From an optimization exercise on the open Yosys and OpenROAD flow, aimed at small area; shortcuts taken in it are not production practice. The RTL was checked by simulation tests, not by an equivalence proof against the original design. No activity file was given, so power comes from the tool's default toggle rates.

Design regfile_sb, start of the top module:
module regfile_sb #(
  parameter int unsigned DATA_W = 32,
  parameter int unsigned ADDR_W = 5,
  parameter int unsigned BYPASS = 1
) (
  input  logic                Clk,
  input  logic                Rst_n,
  input  logic                WE,
  input  logic [ADDR_W-1:0]   Rw,
  input  logic [DATA_W/8-1:0] WBE,
  input  logic [DATA_W-1:0]   busW,
  input  logic [ADDR_W-1:0]   Ra,
  input  logic [ADDR_W-1:0]   Rb,
  output logic [DATA_W-1:0]   busA,
  output logic [DATA_W-1:0]   busB,
  output logic                RdyA,
  output logic                RdyB,
  input  logic                Issue,
  input  logic [ADDR_W-1:0]   Rd,
  output logic [ADDR_W:0]     PendCnt
);
  localparam int unsigned DEPTH = 1 << ADDR_W;
  localparam int unsigned NLANE = DATA_W / 8;
  localparam logic        BYP   = (BYPASS != 0);
  logic [DATA_W-1:0] regs [1:DEPTH-1];
  logic [DATA_W-1:0] regsNext [1:DEPTH-1];
  logic [DEPTH-1:1]  pend;
  logic [DEPTH-1:1]  wselR0, wselR1, dsel, selA0, selA1, selB0, selB1;
  logic [NLANE-1:0]  wbeWn;
  logic [DATA_W-1:0] wbit0, wbit1, wn;
  logic [NLANE-1:0]  lnA, lnB, lnAn, lnBn;
  logic              wrEn, isEn;
  logic              bypA, bypB, bypAn, bypBn;
  logic [2:0]        pA, pB, pRw, pRd;
  logic              pendRw, pendRd;
  logic              incr, decr;
  ...
export LEC_CHECK = 0
export CAP_MARGIN = 20
export CORE_MARGIN = 2
export CORE_UTILIZATION = 70
export GPL_TIMING_DRIVEN = 0
export SLEW_MARGIN = 20
export SYNTH_HIERARCHICAL = 1
create_clock -name core_clock -period 8.0 [get_ports {Clk}]
standard.sh (not shown) runs the stock make flow with config.mk's settings and CLKGATE_MAP_FILE= SYNTH_SCRIPT=/design/flow/synth_recipe.tcl, a recipe that flattens the netlist after the stock synthesis.
==> flow/flow/run.sh <==
#!/bin/bash
set -euo pipefail
export BUFFER_PORTS_ARGS="-buffer_cell sky130_fd_sc_hd__buf_1"
export CTS_ARGS="-sink_clustering_enable -repair_clock_nets -dont_use_dummy_load -buf_list sky130_fd_sc_hd__clkbuf_8 -sink_clustering_size 16 -sink_clustering_max_diameter 70"
bash standard.sh > standard.log 2>&1
The baseline produced a clean layout.
Rerun with:
--- a/flow/config.mk
+++ b/flow/config.mk
@@ -8,5 +8,5 @@
 export CAP_MARGIN = 20
 export CORE_MARGIN = 2
-export CORE_UTILIZATION = 70
+export CORE_UTILIZATION = 65
 export GPL_TIMING_DRIVEN = 0
 export SLEW_MARGIN = 20
Sequential power barely changes.
Global-route usage shrinks by 2.0 points.
Total power rises by 0.66%.

========
== nickel ==
regfile_sb, a different RTL version from the one above (not shown whole).
Size in the first run: roughly 3800 cells after synthesis, ~1000 flip-flops, about 130 I/O pins, about 42000 um2 of cells after synthesis.
Settings: LEC_CHECK=0, CAP_MARGIN=12, CORE_MARGIN=2, CORE_UTILIZATION=65, GPL_TIMING_DRIVEN=0, SLEW_MARGIN=12, SYNTH_HIERARCHICAL=1; clock period 8.0 ns.
Scripts as last shown in full above: flow/flow/run.sh
nickel: all stages done; final checks FAILED (max-capacitance violations, max-slew violations).
diff inputs: nickel => zinc
Settings: changing CAP_MARGIN from 12 to 20; changing CORE_UTILIZATION from 65 to 70; changing SLEW_MARGIN from 12 to 20.
- zinc: all stages complete, timing, DRC and antenna checks passed
- nickel has a higher count of non-CTS buffers in the layout than zinc.
- Per the comparison of zinc with nickel, clock share of power stayed essentially flat; overall routing resource usage has increased.
- On slew at the pin closest to its max-slew limit: between nickel and zinc, it ends up lower for zinc.
- Summary: with nickel as the reference, total via count in the routed design in zinc moved up slightly.
- Relative to nickel, met2 wire length has decreased by about 2.1% in zinc.
- zinc vs. nickel: reg2reg setup slack decreased by 0.43 ns relative to the old numbers; power consumption closely matched the old numbers.
[inputs] willow vs zinc
Settings: CORE_UTILIZATION: 70 -> 65.
The full die area in willow is 1.08 times that in zinc.
Between willow and zinc, critical path depth is lower for zinc, willow comes in above that.
Compared zinc against willow; multi-input logic area within noise.
Higher critical path data arrival time goes to willow over zinc.
willow gives less number of antenna cells inserted than zinc did.
Setup changes, willow to yarrow
Settings: changing CORE_UTILIZATION from 65 to 60.
Findings:
- yarrow -> willow: internal power flat
- Cells: yarrow has more instances than willow
- Per the comparison of yarrow with willow, minimum clock period after layout shows a reduction of 0.021 ns; die area shows an increase of about 8%; leakage power figure shows no meaningful change; net count after synthesis shows no meaningful change.
- [yarrow] number of placed instances, taps included rose 89 relative to willow

[what the ideal ports hide]
In the flow no input, the clock included, has a driving cell. The finished layouts below were timed again as built, in two steps.
Step 1 sets driving cells, clkbuf_16 on the clock port and buf_2 on the other inputs (assumed; they add their load-dependent delay and slew).
Step 2, shift: input delay + t, output delay - t, t = (earliest + latest rising clock arrival at the registers) / 2. This alone moves slack from input paths to output paths.
a / b / c = ideal / step 1 / step 2; a / b = the first two.
run | t, ns | slack for setup (ns) | worst data-port slew with drivers (ns)
the first run of note 1 | 0.797 | 0.629 / 0.616 / -0.126 | 0.16
the second run of note 1 | 0.809 | 0.517 / 0.551 / -0.258 | 0.18
nickel | 0.797 | 0.292 / 0.336 / -0.462 | 0.18
zinc | 0.789 | 0.822 / 0.772 / 0.097 | 0.17
willow | 0.797 | 0.686 / 0.727 / -0.071 | 0.19
yarrow | 0.781 | 0.707 / 0.733 / -0.033 | 0.21
The setup slack of the second run of note 1, which loses most, moves by +0.034 ns with the drivers and by -0.775 ns with both steps.
